Source: an optimization exercise on an open RTL-to-GDS flow (aim: small area and a short achievable clock period). Production flows keep margins and buffers that such runs may drop.
Only simulation tests tie the RTL to the original design; equivalence was not proved.
Power and IR drop assume default switching activity.

<file path="design/flow/config.mk">
export PLATFORM = sky130hd
export DESIGN_NAME = denise_top
export DESIGN_NICKNAME = denise_top
export VERILOG_FILES = /design/flow/design.v
export SDC_FILE = /design/flow/constraint.sdc
export NUM_CORES = 4
export LEC_CHECK = 0
export CAP_MARGIN = 20
export CORE_MARGIN = 2
export CORE_UTILIZATION = 40
export CTS_BUF_LIST = sky130_fd_sc_hd__clkbuf_16
export CTS_CLUSTER_DIAMETER = 100
export CTS_CLUSTER_SIZE = 20
export PLACE_DENSITY = 0.8
export SETUP_SLACK_MARGIN = 4.5
export SLEW_MARGIN = 20
export SYNTH_HIERARCHICAL = 1
</file>
<file path="design/flow/constraint.sdc">
create_clock -name core_clock -period 7.0 [get_ports {clk}]
set_input_delay 1.4000 -clock core_clock [delete_from_list [all_inputs] [get_ports {clk}]]
set_output_delay 1.4000 -clock core_clock [all_outputs]
set_load 0.01 [all_outputs]
</file>
<file path="design/flow/design.v">
`default_nettype none
package denise_pkg;
  localparam int ADDR_W      = 9;
  localparam int DATA_W      = 16;
  localparam int RGB_W       = 12;
  localparam int COMP_W      = 4;
  localparam int NUM_PLANES  = 6;
  localparam int PLANE_SEL_W = 3;
  localparam int CLUT_DEPTH  = 32;
  localparam int CLUT_IDX_W  = 5;
  localparam int PIX_IDX_W   = 6;
  localparam int LINE_PIXELS = 16;
  localparam int PIX_CNT_W   = 4;
  localparam logic [ADDR_W-1:0] BPLCON0_ADDR = 9'h100;
  localparam logic [ADDR_W-1:0] BPLCON2_ADDR = 9'h104;
  localparam logic [ADDR_W-1:0] BPLDAT_BASE  = 9'h110;
  localparam logic [ADDR_W-1:0] COLOR_BASE   = 9'h180;
  localparam int BPU_W      = 3;
  localparam int BPU_LSB    = 12;
  localparam int DBLPF_BIT  = 10;
  localparam int PF2PRI_BIT = 6;
  typedef enum logic [2:0] {
    OP_NONE    = 3'd0,
    OP_BPLCON0 = 3'd1,
    OP_BPLCON2 = 3'd2,
    OP_BPLDAT  = 3'd3,
    OP_COLOR   = 3'd4,
    OP_BAD     = 3'd5
  } reg_op_e;
  typedef struct packed {
    logic [BPU_W-1:0] bpu;
    logic             dblpf;
    logic             pf2pri;
  } bplcon_t;
endpackage
`default_nettype wire
`timescale 1ns/10ps
`default_nettype none
module denise_top (
  input  wire         clk,
  input  wire         rst_n,
  input  wire  [8:0]  paddr,
  input  wire         psel,
  input  wire         penable,
  input  wire         pwrite,
  input  wire  [15:0] pwdata,
  output logic [15:0] prdata,
  output logic        pready,
  output logic        pslverr,
  output logic [11:0] rgb,
  output logic        pix_valid
);
  logic        is_con0, is_con2, is_bpl, is_col;
  logic [2:0]  bsel;
  logic        wsetup;
  logic [7:0]  chi;
  logic [3:0]  clo;
  logic [31:0] cdec;
  assign is_con0 = paddr == 9'h100;
  assign is_con2 = paddr == 9'h104;
  assign bsel    = paddr[3:1];
  assign is_bpl  = paddr[8:4] == 5'h11 && !paddr[0] && bsel < 3'd6;
  assign is_col  = paddr[8:6] == 3'b110 && !paddr[0];
  assign wsetup  = psel && !penable && pwrite;
  always_comb begin
    for (int j = 0; j < 8; j++) chi[j] = paddr[5:3] == 3'(j);
    for (int k = 0; k < 4; k++) clo[k] = paddr[2:1] == 2'(k);
    for (int i = 0; i < 32; i++) cdec[i] = chi[i/4] && clo[i%4];
  end
  logic        wbpl_q;
  logic        load_q;
  logic        wcon0_q;
  logic        wcon2_q;
  logic [31:0] wcol;
  logic [5:1]  wbpl;
  logic        wdec_bpl_nc, wdec_bpl_nc_n;
  logic [7:0]  wchi_q;
  logic [3:0]  wclo_q;
  always_ff @(posedge clk) begin
    for (int j = 0; j < 8; j++) wchi_q[j] <= wsetup && is_col && chi[j];
    wclo_q  <= clo;
    wbpl_q  <= wsetup && is_bpl && bsel != 3'd0;
    load_q  <= wsetup && is_bpl && bsel == 3'd0;
    wcon0_q <= wsetup && is_con0;
    wcon2_q <= wsetup && is_con2;
  end
  logic [31:0] wcol_n;
  logic [5:1]  wbpl_n;
  denise_wsel wsel_col (.hi(wchi_q), .lo(wclo_q), .y(wcol), .y_n(wcol_n));
  denise_wdec #(.N(6),  .W(3)) wdec_bpl (.en(wbpl_q), .a(paddr[3:1]), .y({wbpl, wdec_bpl_nc}), .y_n({wbpl_n, wdec_bpl_nc_n}));
  logic [2:0] bpu_q,    bpu_d;
  logic       dblpf_q,  dblpf_d;
  logic       pf2pri_q, pf2pri_d;
  always_comb begin
    bpu_d    = bpu_q;
    dblpf_d  = dblpf_q;
    pf2pri_d = pf2pri_q;
    if (wcon0_q) begin
      bpu_d   = pwdata[14:12];
      dblpf_d = pwdata[10];
    end
    if (wcon2_q) pf2pri_d = pwdata[6];
    if (!rst_n) begin
      bpu_d    = '0;
      dblpf_d  = 1'b0;
      pf2pri_d = 1'b0;
    end
  end
  always_ff @(posedge clk) begin
    bpu_q    <= bpu_d;
    dblpf_q  <= dblpf_d;
    pf2pri_q <= pf2pri_d;
  end
  logic [11:0]  clut [32];
  logic [383:0] clut_flat;
  always_ff @(posedge clk) begin
    for (int i = 0; i < 32; i++) begin
      clut[i] <= (pwdata[11:0] & {12{wcol[i]}}) | (clut[i] & {12{wcol_n[i]}});
    end
  end
  always_comb begin
    for (int i = 0; i < 32; i++) clut_flat[i*12 +: 12] = clut[i];
  end
  logic [11:0] rd_col;
  logic [14:0] rd_word;
  logic [14:0] prdata_q;
  logic        pslverr_q;
  logic        pready_q;
  denise_clut_rd rd_port (.tab(clut_flat), .sel(cdec), .q(rd_col));
  always_comb begin
    rd_word = {3'b000, rd_col & {12{is_col}}};
    if (is_con0) begin
      rd_word[14:12] = bpu_q;
      rd_word[10]    = rd_word[10] | dblpf_q;
    end
    if (is_con2) rd_word[6] = rd_word[6] | pf2pri_q;
  end
  always_ff @(posedge clk) begin
    pready_q  <= psel;
    pslverr_q <= !(is_con0 || is_con2 || is_col || (is_bpl && pwrite));
    prdata_q  <= rd_word;
  end
  assign pready  = pready_q;
  assign pslverr = pslverr_q;
  assign prdata  = {1'b0, prdata_q};
  logic [15:0] bpl_dat [1:5];
  logic [15:0] shift_q [6];
  logic [15:0] shift_d [6];
  logic [15:0] src     [6];
  logic        load;
  logic [3:0]  cnt_q;
  logic        active_q;
  assign load = load_q;
  always_ff @(posedge clk) begin
    for (int p = 1; p < 6; p++) begin
      bpl_dat[p] <= (pwdata & {16{wbpl[p]}}) | (bpl_dat[p] & {16{wbpl_n[p]}});
    end
  end
  always_comb begin
    src[0] = pwdata;
    for (int p = 1; p < 6; p++) src[p] = bpl_dat[p];
    for (int p = 0; p < 6; p++) begin
      if (load) shift_d[p] = src[p] & {16{3'(p) < bpu_q}};
      else      shift_d[p] = {shift_q[p][14:0], 1'b0};
    end
  end
  always_ff @(posedge clk) begin
    for (int p = 0; p < 6; p++) shift_q[p] <= shift_d[p];
  end
  always_ff @(posedge clk) begin
    if (!rst_n) begin
      active_q <= 1'b0;
      cnt_q    <= '0;
    end else if (load) begin
      active_q <= 1'b1;
      cnt_q    <= '0;
    end else if (active_q) begin
      cnt_q <= cnt_q + 1'b1;
      if (cnt_q == 4'd15) active_q <= 1'b0;
    end
  end
  logic [5:0]  b;
  logic [2:0]  pf1, pf2;
  logic [4:0]  idx_d;
  logic        ehb_d, ehb_q;
  always_comb begin
    for (int p = 0; p < 6; p++) b[p] = shift_d[p][15];
    pf1 = {b[4], b[2], b[0]};
    pf2 = {b[5], b[3], b[1]};
    ehb_d = 1'b0;
    if (!dblpf_d) begin
      idx_d = b[4:0];
      ehb_d = b[5] && bpu_d == 3'd6;
    end else if (pf2 != 3'd0 && (pf1 == 3'd0 || pf2pri_d)) begin
      idx_d = {2'b01, pf2};
    end else begin
      idx_d = {2'b00, pf1};
    end
  end
  logic [7:0] ihi_q;
  logic [3:0] ilo_q;
  always_ff @(posedge clk) begin
    for (int j = 0; j < 8; j++) ihi_q[j] <= idx_d[4:2] == 3'(j);
    for (int k = 0; k < 4; k++) ilo_q[k] <= idx_d[1:0] == 2'(k);
    ehb_q <= ehb_d;
  end
  logic [31:0] pdec;
  logic [11:0] look;
  logic [11:0] pix;
  logic [11:0] rgb_q;
  logic        pv_q;
  always_comb begin
    for (int i = 0; i < 32; i++) pdec[i] = ihi_q[i/4] && ilo_q[i%4];
  end
  denise_clut_rd pix_port (.tab(clut_flat), .sel(pdec), .q(look));
  always_comb begin
    if (ehb_q) pix = {1'b0, look[11:9], 1'b0, look[7:5], 1'b0, look[3:1]};
    else       pix = look;
  end
  always_ff @(posedge clk) begin
    if (!rst_n || !active_q) begin
      rgb_q <= '0;
    end else begin
      rgb_q <= pix;
    end
    pv_q <= rst_n && active_q;
  end
  assign rgb       = rgb_q;
  assign pix_valid = pv_q;
endmodule
module denise_wsel (
  input  wire  [7:0]  hi,
  input  wire  [3:0]  lo,
  output logic [31:0] y,
  output logic [31:0] y_n
);
  always_comb begin
    for (int i = 0; i < 32; i++) begin
      y[i]   = hi[i/4] && lo[i%4];
      y_n[i] = !(hi[i/4] && lo[i%4]);
    end
  end
endmodule
module denise_wdec #(
  parameter int N = 32,
  parameter int W = 5
) (
  input  wire          en,
  input  wire  [W-1:0] a,
  output logic [N-1:0] y,
  output logic [N-1:0] y_n
);
  always_comb begin
    for (int i = 0; i < N; i++) begin
      y[i]   = en && a == W'(i);
      y_n[i] = !en || a != W'(i);
    end
  end
endmodule
module denise_clut_rd (
  input  wire  [383:0] tab,
  input  wire  [31:0]  sel,
  output logic [11:0]  q
);
  logic [11:0] g [4];
  logic [11:0] n01, n23;
  for (genvar k = 0; k < 4; k++) begin : grp
    for (genvar c = 0; c < 12; c++) begin : bit_
      denise_or8 u_or8 (
        .d ({tab[(8*k+7)*12+c], tab[(8*k+6)*12+c], tab[(8*k+5)*12+c], tab[(8*k+4)*12+c],
             tab[(8*k+3)*12+c], tab[(8*k+2)*12+c], tab[(8*k+1)*12+c], tab[(8*k+0)*12+c]}),
        .s (sel[8*k +: 8]),
        .y (g[k][c])
      );
    end
  end
  for (genvar c = 0; c < 12; c++) begin : join_
    denise_nor2  u_n01 (.a(g[0][c]), .b(g[1][c]), .y(n01[c]));
    denise_nor2  u_n23 (.a(g[2][c]), .b(g[3][c]), .y(n23[c]));
    denise_nand2 u_q   (.a(n01[c]), .b(n23[c]), .y(q[c]));
  end
endmodule
module denise_or8 (
  input  wire  [7:0] d,
  input  wire  [7:0] s,
  output logic       y
);
  assign y = |(d & s);
endmodule
module denise_nor2 (
  input  wire  a,
  input  wire  b,
  output logic y
);
  assign y = !(a || b);
endmodule
module denise_nand2 (
  input  wire  a,
  input  wire  b,
  output logic y
);
  assign y = !(a && b);
endmodule
`default_nettype wire
</file>
<file path="design/flow/run.sh">
#!/bin/bash
# synth_recipe.tcl (not shown) runs the flow's synth.tcl, then flattens the netlist and writes it again
# the make line also repeats each setting of config.mk as NAME=value (left out here)
make -C /OpenROAD-flow-scripts/flow DESIGN_CONFIG=/design/flow/config.mk WORK_HOME=/design/flow/orfs CLKGATE_MAP_FILE= SYNTH_SCRIPT=/design/flow/synth_recipe.tcl finish
</file>
==> results of run 1 <==
power groups by stage:
stage / logic [mW] / registers (mW) / clock network [mW]
finish: 0.203 / 3.59 / 2.15
floorplan: 0.0923 / 3.66 / 0
CTS: 0.184 / 3.59 / 2.17
detailed placement: 0.170 / 3.68 / 0
global placement: 0.166 / 3.67 / 0
global route: 0.206 / 3.59 / 2.30
routing by layer:
| metal | track usage (%) | vias up | wire length, um |
|---|---|---|---|
| met4 | 12.00 | 2 | 4226 |
| met3 | 6.089 | 243 | 8948 |
| met5 | 0 | - | 13 |
| li1 | - | 8612 | - |
| met2 | 39.66 | 1308 | 35820 |
| met1 | 37.27 | 9864 | 35790 |
stage by stage:
stage,power (mW),utilization [%]
after floorplan,3.753,-
after global placement,3.841,42.48
after detailed placement,3.845,42.48
after CTS,5.945,44.71
after global routing,6.100,45.21
final,5.941,45.21
repair_timing:
action / 4_1_cts / 5_1_grt
setup endpoints to repair: 147 / 37
buffers inserted: 16 / 4
pin swaps: 20 / 25
gates cloned: 0 / 5
hold endpoints to repair: 0 / 0
hold buffers: 0 / 0
resized for setup: 243 / 45
area by class of cell:
type | instances | share of cell area, %
clock buffer | 37 | 3.530
clock inverter | 5 | 0.2337
inverter | 8 | 0.1145
multi-input combinational | 1403 | 41.83
sequential | 623 | 47.69
tap | 765 | 3.649
timing repair buffer | 92 | 2.948
how the worst max path moves through the flow:
stage / startpoint / end / slack, ps / depth (start not counted)
detailed placement: paddr[1] / prdata_q[1]$_DFF_P_ / 2570 / 8
floorplan: paddr[3] / prdata_q[10]$_DFF_P_ / 4310 / 8
global route: pwdata[10] / ihi_q[7]$_DFF_P_ / 4440 / 5
finish: pwdata[10] / ihi_q[7]$_DFF_P_ / 4410 / 5
CTS: prdata_q[2]$_DFF_P_ / prdata[2] / 4470 / 1
global placement: paddr[1] / prdata_q[1]$_DFF_P_ / 2630 / 8
registers in the layout, indices dropped and copies added, names as in the netlist, 3 cells and up:
register	flops
clut	384
shift_q	90
bpl_dat	80
prdata_q	15
rgb_q	12
ihi_q	8
wchi_q	8
cnt_q	4
ilo_q	4
wclo_q	4
bpu_q	3
==> flow_metrics.tcl, run 1 <==
set metrics [dict create \
    register_area_sq_um 12510 \
    fin_ws_ps 4408 \
    worstMarginPinSlew_ps 1083 \
    multi_input_area_sq_um 10970 \
    p_switching_mw 1.361 \
    core-area_sq_um 58030 \
    cts_tree "done" \
    hp-class "flip-flop to flip-flop" \
    r2r_slack_ps 4560 \
    combPwrFrac_pct 3.4 \
    port_buffers 59 \
    final_common_cell "dfxtp_1" \
    seq_power_share_pct 60.4 \
    numCtsBuffers 37 \
    clock.fmax_mhz 385.8 \
    die_height_um 246.7 \
    grtUsageTotal_pct 26.85 \
    syn_nets 2230 \
    grt_max_degree 94 \
    first_global_vias 18770 \
    clock-sinks 623 \
    dp_hpwl_um 56300 \
    crit_type "input port to flip-flop" \
    syn_to_final_growth_pct 11.31 \
    design_area_sq_um 26230 \
    max_slew_margin_pct 27.69 \
    vdd.ir_drop.worst_v 0.0002603 \
    p_per_area_nw_per_um2 226.5 \
    fin_crit_sh_pct 37.02 \
    end_kind "flip-flop" \
    start_util_pct 40.61 \
    nNetsFinal 2196 \
    die-area_sq_um 60870 \
    hold_slack_ps 450.6 \
    placed_area_sq_um 24650 \
    r2r_cells 7 \
    antenna_found_initial 1 \
    clock_power_share_pct 36.1 \
    stdcell_count 2933 \
    hold_end "shift_q[2][5]$_DFF_P_" \
    crit_buf_inv 2 \
    die_w_um 246.7 \
    ys_warn_count 16 \
    hold_depth 1 \
    wl_per_cell_um 28.91 \
    layout_min_cycle_time_ps 2592 \
    arrival_ps 3010 \
    crit_family "simple AND/OR/NAND/NOR gates" \
    crit_path_cell_trace "buf_2 -> mux2_1 -> nand2_2 -> inv_2 -> nor4_1" \
    dp_cells 2866 \
    ant_nets 0 \
    power.leakage_nw 9.518 \
    min_from "shift_q[2][4]$_DFF_P_" \
    synthCells 2199 \
    vias 20030 \
    final_cell_mix "dfxtp_1, a22o_1, a22oi_1, nand4_1, and2_1" \
    cp_slowest_stage_delay_ps 620 \
    cts-root-buf "clkbuf_16" \
    r2r-start "ilo_q[0]$_DFF_P_" \
    setup_viol 0 \
    num_rows 88 \
    clkSlewWorstSetupHoldPaths_ps 80 \
    wl_um 84810 \
    cp_slowest_cell "nor4_1" \
    fin_setup_tns_ps 0 \
    drc 0 \
    cap_violations 0 \
    status "finished clean" \
    critPathLaunchType "input port" \
    switching_share_pct 22.91 \
    avgSynthCellArea_sq_um 10.72 \
    hold_violations 0 \
    overflow 0 \
    clock_latency_ps 600 \
    reg2reg_to "rgb_q[4]$_SDFF_PN0_" \
    grt_pass1_wl_um 123400 \
    crit_required_ps 7420 \
    drv_slew 0 \
    antenna_cells 0 \
    pre_cts_ws_ps 2574 \
    cts.htree.levels 2 \
    rsz0062_at_grt "yes" \
    fillers 5295 \
    cp_max_fo 11 \
    first_pass_iters 7 \
    drive_gt1_share_pct 11.58 \
    place_congestion 1.073 \
    drt-initial-drc-count 2909 \
    clk_path_buf_depth 3 \
    p_int_mw 4.580 \
    syn_area_sq_um 23570 \
    finClkSkew_ps 34.50 \
    io_pins 61 \
    avgViaCountPerCell 6.829 \
]
==> run 2, diff against run 1 <==
--- a/design/flow/design.v
+++ b/design/flow/design.v
@@ -121,20 +121,27 @@
   always_comb begin
     for (int i = 0; i < 32; i++) clut_flat[i*12 +: 12] = clut[i];
   end
-  logic [11:0] rd_col;
+  logic [11:0] rd_nh, rd_nl;
   logic [14:0] rd_word;
   logic [14:0] prdata_q;
   logic        pslverr_q;
   logic        pready_q;
-  denise_clut_rd rd_port (.tab(clut_flat), .sel(cdec), .q(rd_col));
-  always_comb begin
-    rd_word = {3'b000, rd_col & {12{is_col}}};
-    if (is_con0) begin
-      rd_word[14:12] = bpu_q;
-      rd_word[10]    = rd_word[10] | dblpf_q;
+  logic        rd_ncol;
+  logic        rd_c10, rd_c6;
+  denise_clut_rd rd_port (.tab(clut_flat), .sel(cdec), .nh(rd_nh), .nl(rd_nl));
+  assign rd_ncol = !is_col;
+  assign rd_c10  = is_con0 && dblpf_q;
+  assign rd_c6   = is_con2 && pf2pri_q;
+  for (genvar c = 0; c < 12; c++) begin : rdq
+    if (c == 10) begin : b10
+      denise_aoi31 u (.a1(rd_nh[c]), .a2(rd_nl[c]), .a3(!rd_c10), .b1(rd_ncol && !rd_c10), .y(rd_word[c]));
+    end else if (c == 6) begin : b6
+      denise_aoi31 u (.a1(rd_nh[c]), .a2(rd_nl[c]), .a3(!rd_c6), .b1(rd_ncol && !rd_c6), .y(rd_word[c]));
+    end else begin : bx
+      denise_aoi21 u (.a1(rd_nh[c]), .a2(rd_nl[c]), .b1(rd_ncol), .y(rd_word[c]));
     end
-    if (is_con2) rd_word[6] = rd_word[6] | pf2pri_q;
   end
+  assign rd_word[14:12] = bpu_q & {3{is_con0}};
   always_ff @(posedge clk) begin
     pready_q  <= psel;
     pslverr_q <= !(is_con0 || is_con2 || is_col || (is_bpl && pwrite));
@@ -205,25 +212,29 @@
     ehb_q <= ehb_d;
   end
   logic [31:0] pdec;
-  logic [11:0] look;
+  logic [11:0] pix_nh, pix_nl;
   logic [11:0] pix;
   logic [11:0] rgb_q;
   logic        pv_q;
+  logic        show, sa, sb;
   always_comb begin
     for (int i = 0; i < 32; i++) pdec[i] = ihi_q[i/4] && ilo_q[i%4];
   end
-  denise_clut_rd pix_port (.tab(clut_flat), .sel(pdec), .q(look));
-  always_comb begin
-    if (ehb_q) pix = {1'b0, look[11:9], 1'b0, look[7:5], 1'b0, look[3:1]};
-    else       pix = look;
+  denise_clut_rd pix_port (.tab(clut_flat), .sel(pdec), .nh(pix_nh), .nl(pix_nl));
+  assign show = rst_n && active_q;
+  assign sa   = show && !ehb_q;
+  assign sb   = show && ehb_q;
+  for (genvar c = 0; c < 12; c++) begin : pixq
+    if (c % 4 == 3) begin : top
+      denise_aoi21 u (.a1(pix_nh[c]), .a2(pix_nl[c]), .b1(!sa), .y(pix[c]));
+    end else begin : low
+      denise_pixbit u (.ah(pix_nh[c]), .al(pix_nl[c]), .bh(pix_nh[c+1]), .bl(pix_nl[c+1]),
+                       .sa(sa), .sb(sb), .y(pix[c]));
+    end
   end
   always_ff @(posedge clk) begin
-    if (!rst_n || !active_q) begin
-      rgb_q <= '0;
-    end else begin
-      rgb_q <= pix;
-    end
-    pv_q <= rst_n && active_q;
+    rgb_q <= pix;
+    pv_q  <= show;
   end
   assign rgb       = rgb_q;
   assign pix_valid = pv_q;
@@ -260,10 +271,10 @@
 module denise_clut_rd (
   input  wire  [383:0] tab,
   input  wire  [31:0]  sel,
-  output logic [11:0]  q
+  output logic [11:0]  nh,
+  output logic [11:0]  nl
 );
   logic [11:0] g [4];
-  logic [11:0] n01, n23;
   for (genvar k = 0; k < 4; k++) begin : grp
     for (genvar c = 0; c < 12; c++) begin : bit_
       denise_or8 u_or8 (
@@ -275,11 +286,38 @@
     end
   end
   for (genvar c = 0; c < 12; c++) begin : join_
-    denise_nor2  u_n01 (.a(g[0][c]), .b(g[1][c]), .y(n01[c]));
-    denise_nor2  u_n23 (.a(g[2][c]), .b(g[3][c]), .y(n23[c]));
-    denise_nand2 u_q   (.a(n01[c]), .b(n23[c]), .y(q[c]));
+    denise_nor2 u_n01 (.a(g[0][c]), .b(g[1][c]), .y(nh[c]));
+    denise_nor2 u_n23 (.a(g[2][c]), .b(g[3][c]), .y(nl[c]));
   end
 endmodule
+module denise_aoi31 (
+  input  wire  a1,
+  input  wire  a2,
+  input  wire  a3,
+  input  wire  b1,
+  output logic y
+);
+  assign y = !((a1 && a2 && a3) || b1);
+endmodule
+module denise_aoi21 (
+  input  wire  a1,
+  input  wire  a2,
+  input  wire  b1,
+  output logic y
+);
+  assign y = !((a1 && a2) || b1);
+endmodule
+module denise_pixbit (
+  input  wire  ah,
+  input  wire  al,
+  input  wire  bh,
+  input  wire  bl,
+  input  wire  sa,
+  input  wire  sb,
+  output logic y
+);
+  assign y = (sa && !(ah && al)) || (sb && !(bh && bl));
+endmodule
 module denise_or8 (
   input  wire  [7:0] d,
   input  wire  [7:0] s,
@@ -294,11 +332,4 @@
 );
   assign y = !(a || b);
 endmodule
-module denise_nand2 (
-  input  wire  a,
-  input  wire  b,
-  output logic y
-);
-  assign y = !(a && b);
-endmodule
 `default_nettype wire
==> run 2 against run 1 <==
Clock skew down 16 ps. Largest cell class unchanged. Non-clock buffer count up 24. First-iteration DRC count down 6.0%. Clock-buffer cell count unchanged. Worst hold slack worse by 1.6 ps. Sequential share of layout area down 0.72 points. Worst setup slack worse by 15 ps. Die area down 0.26%. Total power up 0.25%. Sequential power about the same. Clock power about the same. Utilization up 0.69 points.
==> flow_metrics.tcl, run 2 <==
set metrics [dict create \
    status "finished clean" \
    arrival_ps 3050 \
    grt_pass1_wl_um 124200 \
    fin_ws_ps 4394 \
    fin_setup_tns_ps 0 \
    ys_warn_count 16 \
    num_rows 88 \
    io_pins 61 \
    clk_path_buf_depth 3 \
    grt_max_degree 94 \
    design_area_sq_um 26580 \
    wl_um 83650 \
    antenna_found_initial 3 \
    wl_per_cell_um 28.40 \
    syn_area_sq_um 23500 \
    die_height_um 246.4 \
    drc 0 \
    largest_register_ffs 384 \
    crit_type "input port to flip-flop" \
    avgViaCountPerCell 6.903 \
    first_global_vias 19130 \
    core-area_sq_um 57920 \
    antenna_cells 0 \
    ant_nets 0 \
    crit_required_ps 7440 \
    cts.htree.levels 2 \
    port_buffers 59 \
    setup_viol 0 \
    start_util_pct 40.58 \
    cts-root-buf "clkbuf_16" \
    drive_gt1_share_pct 13.85 \
    p_per_area_nw_per_um2 224.1 \
    rsz0062_at_grt "yes" \
    vias 20330 \
    placed_area_sq_um 24590 \
    cp_slowest_stage_delay_ps 350 \
    power.leakage_nw 9.612 \
    drv_slew 0 \
    cts_tree "done" \
    vdd.ir_drop.worst_v 0.0002026 \
    drt-initial-drc-count 2735 \
    die-area_sq_um 60720 \
    cp_slowest_cell "nand4_1" \
    cap_violations 0 \
    clkSlewWorstSetupHoldPaths_ps 80 \
    busiest_layer "met2" \
    top_register "clut" \
    finClkSkew_ps 18.12 \
    nNetsFinal 2210 \
    die_w_um 246.4 \
    overflow 0 \
    grtUsageMet1_pct 37.08 \
    dp_hpwl_um 54080 \
    synthCells 2189 \
    met3_usage_pct 6.046 \
    end_kind "flip-flop" \
    hold_violations 0 \
    met2_usage_pct 40.00 \
    syn_nets 2220 \
    final_cell_mix "dfxtp_1, a22o_1, a22oi_1, nand4_1, and2_1" \
    worstMarginPinSlew_ps 982.6 \
    pre_cts_ws_ps 2594 \
    cts_hold_buf 0 \
    top_regs "clut: 384 flops, shift_q: 90 flops, bpl_dat: 80 flops" \
    layout_min_cycle_time_ps 2606 \
    first_pass_iters 8 \
    syn_to_final_growth_pct 13.10 \
    clock-sinks 623 \
    final_common_cell "dfxtp_1" \
    cp_max_fo 6 \
    hp-class "flip-flop to flip-flop" \
    max_slew_margin_pct 34.41 \
    clock_latency_ps 590 \
    numCtsBuffers 37 \
    critPathLaunchType "input port" \
    crit_path_cell_trace "buf_8 -> buf_8 -> or3b_4 -> nor2_4 -> buf_6 -> a22oi_2 -> nand4_1 -> nor2_4 -> a21oi_2" \
    clock.fmax_mhz 383.7 \
    grtUsageTotal_pct 26.79 \
    avgSynthCellArea_sq_um 10.74 \
    fin_crit_sh_pct 37.23 \
    place_congestion 0.9631 \
]
run 2: cell types whose count changed in the layout (fill, tap and decap cells not counted), sizes merged, moves of 3 or more:
cell / change
a21oi: +15
a22o: +7
a31oi: +3
and2: -11
buf: +22
mux2i: -9
nand2: -4
nor2: -8
nor3b: -3
run 2: worst max-delay path, delay by kind of cell:
kind / cells / cell delay [ps]
AO/OA/AOI/OAI: 2 / 250
AND/OR/NAND/NOR: 4 / 1020
buffers and inverters: 3 / 350
run 2: final cells by class:
cell class,count,area [sq um]
Timing Repair Buffer,116,1172
Multi-Input combinational cell,1393,10970
Tap cell,765,957.2
Fill cell,5287,31330
Sequential cell,623,12490
Inverter,8,31.28
Clock buffer,37,925.9
Clock inverter,3,37.54
run 2: final timing paths:
kind	start	slack (ps)	cells past startpoint	endpoint
max	paddr[3]	4390	9	prdata_q[8]$_DFF_P_
min	shift_q[5][1]$_DFF_P_	450	1	shift_q[5][2]$_DFF_P_
max reg2reg	ilo_q[0]$_DFF_P_	4550	6	rgb_q[2]$_DFF_P_
min reg2reg	shift_q[5][1]$_DFF_P_	450	1	shift_q[5][2]$_DFF_P_
run 2: where the power goes:
part	internal (mW)	total (mW)	leakage, nW	switching [mW]
registers	3.56	3.59	5.03	0.0289
logic	0.0669	0.209	4.11	0.143
clock network	0.960	2.15	0.475	1.19
run 2: metal layers:
metal,wire length [um],share of wire [%],vias to the layer above
met5,27,0.032,-
li1,-,-,8638
met1,34410,41,10020
met3,9478,11,248
met2,36030,43,1416
met4,3715,4.4,4
run 2: timing repair:
action / CTS / global route
buffers inserted: 40 / 2
gates cloned: 3 / 1
endpoints found under the hold margin: 0 / 0
gates resized for setup: 244 / 51
pin swaps: 44 / 39
endpoints found under the setup margin: 150 / 77
run 2: stage by stage:
stage | cells | power (mW) | util (%) | hold WS [ps]
floorplan | 2189 | 3.751 | - | 425.9
global placement | 2858 | 3.834 | 42.43 | 435.7
detailed placement | 2859 | 3.839 | 42.47 | 438.7
CTS | 2942 | 5.951 | 45.46 | 450.6
global route | 2945 | 6.111 | 45.90 | 452.4
finish | 2945 | 5.956 | 45.90 | 449.0
==> run 3, diff against run 2 <==
--- a/design/flow/design.v
+++ b/design/flow/design.v
@@ -65,8 +65,8 @@
   always_comb begin
     for (int j = 0; j < 8; j++) chi[j] = paddr[5:3] == 3'(j);
     for (int k = 0; k < 4; k++) clo[k] = paddr[2:1] == 2'(k);
-    for (int i = 0; i < 32; i++) cdec[i] = chi[i/4] && clo[i%4];
   end
+  denise_rdec rdec (.a(paddr[5:1]), .y(cdec));
   logic        wbpl_q;
   logic        load_q;
   logic        wcon0_q;
@@ -204,11 +204,11 @@
       idx_d = {2'b00, pf1};
     end
   end
-  logic [7:0] ihi_q;
-  logic [3:0] ilo_q;
+  logic [7:0] ihi_n_q;
+  logic [3:0] ilo_n_q;
   always_ff @(posedge clk) begin
-    for (int j = 0; j < 8; j++) ihi_q[j] <= idx_d[4:2] == 3'(j);
-    for (int k = 0; k < 4; k++) ilo_q[k] <= idx_d[1:0] == 2'(k);
+    for (int j = 0; j < 8; j++) ihi_n_q[j] <= idx_d[4:2] != 3'(j);
+    for (int k = 0; k < 4; k++) ilo_n_q[k] <= idx_d[1:0] != 2'(k);
     ehb_q <= ehb_d;
   end
   logic [31:0] pdec;
@@ -218,7 +218,7 @@
   logic        pv_q;
   logic        show, sa, sb;
   always_comb begin
-    for (int i = 0; i < 32; i++) pdec[i] = ihi_q[i/4] && ilo_q[i%4];
+    for (int i = 0; i < 32; i++) pdec[i] = !(ihi_n_q[i/4] || ilo_n_q[i%4]);
   end
   denise_clut_rd pix_port (.tab(clut_flat), .sel(pdec), .nh(pix_nh), .nl(pix_nl));
   assign show = rst_n && active_q;
@@ -239,6 +239,47 @@
   assign rgb       = rgb_q;
   assign pix_valid = pv_q;
 endmodule
+module denise_rdec (
+  input  wire  [4:0]  a,
+  output logic [31:0] y
+);
+  logic [4:0] an;
+  logic [7:0] hn;
+  logic [3:0] ln;
+  for (genvar b = 0; b < 5; b++) begin : inv_
+    denise_inv u (.a(a[b]), .y(an[b]));
+  end
+  for (genvar j = 0; j < 8; j++) begin : hi_
+    denise_nand3 u (.a(j & 4 ? a[4] : an[4]), .b(j & 2 ? a[3] : an[3]), .c(j & 1 ? a[2] : an[2]), .y(hn[j]));
+  end
+  for (genvar k = 0; k < 4; k++) begin : lo_
+    denise_nand2 u (.a(k & 2 ? a[1] : an[1]), .b(k & 1 ? a[0] : an[0]), .y(ln[k]));
+  end
+  for (genvar i = 0; i < 32; i++) begin : out_
+    denise_nor2 u (.a(hn[i/4]), .b(ln[i%4]), .y(y[i]));
+  end
+endmodule
+module denise_inv (
+  input  wire  a,
+  output logic y
+);
+  assign y = !a;
+endmodule
+module denise_nand2 (
+  input  wire  a,
+  input  wire  b,
+  output logic y
+);
+  assign y = !(a && b);
+endmodule
+module denise_nand3 (
+  input  wire  a,
+  input  wire  b,
+  input  wire  c,
+  output logic y
+);
+  assign y = !(a && b && c);
+endmodule
 module denise_wsel (
   input  wire  [7:0]  hi,
   input  wire  [3:0]  lo,
--- a/design/flow/config.mk
+++ b/design/flow/config.mk
@@ -11,7 +11,6 @@
 export CTS_BUF_LIST = sky130_fd_sc_hd__clkbuf_16
 export CTS_CLUSTER_DIAMETER = 100
 export CTS_CLUSTER_SIZE = 20
-export PLACE_DENSITY = 0.8
 export SETUP_SLACK_MARGIN = 4.5
 export SLEW_MARGIN = 20
 export SYNTH_HIERARCHICAL = 1
==> run 3 against run 2 <==
Still clean. Non-clock buffer count grew 6. Total power grew 2.1%. Worst setup slack gained 26 ps. Combinational power grew 16%. First-iteration DRC count shrank 13%. Routed wire length grew 8.3%. Register-to-register slack gained 50 ps. Largest power group unchanged.
==> flow_metrics.tcl, run 3 <==
set metrics [dict create \
    worstMarginPinSlew_ps 1100 \
    fin_crit_sh_pct 36.87 \
    drive_gt1_share_pct 14.43 \
    p_switching_mw 1.424 \
    clock_latency_ps 610 \
    dp_hpwl_um 58020 \
    wl_per_cell_um 30.38 \
    max_slew_margin_pct 26.39 \
    cts.htree.levels 2 \
    port_buffers 59 \
    synthCells 2212 \
    first_pass_iters 8 \
    drv_slew 0 \
    top_register "clut" \
    avgViaCountPerCell 6.769 \
    largest_register_ffs 384 \
    multi_input_area_sq_um 11060 \
    nNetsFinal 2242 \
    clkSlewWorstSetupHoldPaths_ps 90 \
    rsz0062_at_grt "yes" \
    numCtsBuffers 38 \
    avgSynthCellArea_sq_um 10.66 \
    grtUsageTotal_pct 28.72 \
    clock.fmax_mhz 387.5 \
    crit_required_ps 7500 \
    final_common_cell "dfxtp_1" \
    fillers 5388 \
    start_util_pct 40.63 \
    end_kind "flip-flop" \
    syn_nets 2243 \
    core-area_sq_um 58030 \
    p_per_area_nw_per_um2 226.1 \
    syn_to_final_growth_pct 14.11 \
    place_congestion 0.9990 \
    status "finished clean" \
    dp_cells 2885 \
    power.leakage_nw 9.677 \
    critPathLaunchType "input port" \
    cts-root-buf "clkbuf_16" \
    syn_area_sq_um 23570 \
    clock_power_share_pct 36.9 \
    crit_type "input port to flip-flop" \
    post-route-util_pct 46.36 \
    num_rows 88 \
    register_area_sq_um 12500 \
    final_cell_mix "dfxtp_1, a22o_1, a22oi_1, nand4_1, nor2_1" \
    die_height_um 246.8 \
    clock-sinks 623 \
    cts_tree "done" \
    grt_pass1_wl_um 129900 \
    drt-initial-drc-count 2382 \
    antenna_found_initial 3 \
    drc 0 \
    io_pins 61 \
    cts_hold_buf 0 \
    switching_share_pct 23.42 \
    antenna_cells 0 \
    finClkSkew_ps 22.64 \
    die_w_um 246.8 \
    first_global_vias 19060 \
    ant_nets 0 \
    setup_viol 0 \
    stdcell_count 2983 \
    combPwrFrac_pct 4.0 \
    hold_violations 0 \
    vias 20190 \
    vdd.ir_drop.worst_v 0.0002225 \
    fin_setup_tns_ps 0 \
    top_regs "clut: 384 flops, shift_q: 90 flops, bpl_dat: 80 flops" \
    overflow 0 \
    layout_min_cycle_time_ps 2581 \
    hp-class "flip-flop to flip-flop" \
    seq_power_share_pct 59.1 \
    clk_path_buf_depth 3 \
    p_int_mw 4.657 \
    grt_max_degree 92 \
    cap_violations 0 \
    ys_warn_count 16 \
    die-area_sq_um 60890 \
    wl_um 90630 \
    cp_max_fo 12 \
    arrival_ps 3080 \
]
==> run 3: worst paths after layout <==
path                               start                     end  slack (ps)  depth (start not counted)
hold reg to reg   shift_q[5][11]$_DFF_P_  shift_q[5][12]$_DFF_P_         460                          1
hold / removal    shift_q[5][11]$_DFF_P_  shift_q[5][12]$_DFF_P_         460                          1
setup reg to reg      ilo_n_q[0]$_DFF_P_        rgb_q[1]$_DFF_P_        4600                          6
setup / recovery                paddr[1]    prdata_q[10]$_DFF_P_        4420                         11
==> run 3: final cells by class <==
| type | count | area share (%) |
|---|---|---|
| Tap cell | 765 | 3.558 |
| Clock inverter | 8 | 0.3163 |
| Multi-Input combinational cell | 1415 | 41.13 |
| Clock buffer | 39 | 3.628 |
| Sequential cell | 623 | 46.48 |
| Timing Repair Buffer | 122 | 4.605 |
| Timing Repair inverter | 1 | 0.01861 |
| Inverter | 10 | 0.2605 |
==> run 3: metrics by stage <==
step                total power [mW]  hold WS, ps  setup WS (ps)  instance area [sq um]
global route                   6.258        463.0           4421                  26900
finish                         6.081        456.7           4419                  26900
floorplan                      3.757        425.9           4461                  23890
global placement               3.858        432.9           2881                  24810
CTS                            6.090        458.0           4480                  26470
detailed placement             3.859        439.6           2894                  24810
==> run 3: power by group through the flow <==
stage	combinational, mW	clock (mW)	sequential [mW]
2_1_floorplan	0.0965	0	3.66
3_3_place_gp	0.182	0	3.68
3_5_place_dp	0.183	0	3.68
4_1_cts	0.217	2.28	3.59
5_1_grt	0.248	2.41	3.60
6_report	0.242	2.25	3.59
==> run 3: routing by layer <==
layer / track usage [%] / vias to the layer above / part of all wire [%]
li1: - / 8777 / -
met1: 40.69 / 10150 / 44
met2: 44.23 / 1094 / 44
met3: 5.351 / 170 / 7.9
met4: 8.700 / 2 / 3.2
met5: 0 / - / 0.012
==> run 3: worst max-delay path, cell delays in order <==
cell        delay (ps)
buf_8               80
buf_12             120
clkinvlp_4         190
nand2_8            170
buf_12             130
nor2_4              40
buf_12             160
a22oi_2            130
nand4_1            300
nor2_2             250
a31oi_1             90
==> run 3: repair_timing <==
item / in CTS / in global routing
buffers inserted: 25 / 17
endpoints found under the setup margin: 168 / 118
gates cloned: 5 / 4
pin swaps: 28 / 33
resized for setup: 247 / 47
hold endpoints to repair: 0 / 0

static timing again, ports no longer ideal:
How much do the figures lean on ideal ports? The routed layouts below were timed once more, with nothing changed but the port constraints.
Step 1: set_driving_cell puts a clkbuf_16 on clk and a buf_2 on each other input, an assumption about the parent block.
Step 2 moves the port delays by t, midway between the first and last clock arrival at a register: inputs arrive t later, outputs are due t later. That takes back most of the time a late clock gives input paths.
Slacks: no drivers / after step 1 / after step 2; pairs: no drivers / after step 1.
| run | t (ns) | setup slack, ns | hold WS [ns] | pins driven straight from the clock port |
|---|---|---|---|---|
| run 1 | 0.635 | 4.408 / 4.396 / 3.808 | 0.451 / 0.451 / 0.451 | 1 |
| run 2 | 0.631 | 4.394 / 4.415 / 3.784 | 0.449 / 0.449 / 0.449 | 1 |
| run 3 | 0.665 | 4.419 / 4.419 / 3.767 | 0.457 / 0.457 / 0.457 | 1 |
After both steps every run listed still meets setup and hold. For run 3, which loses most, drivers alone change the setup slack by 0.000 ns; drivers and shift together by -0.652 ns.
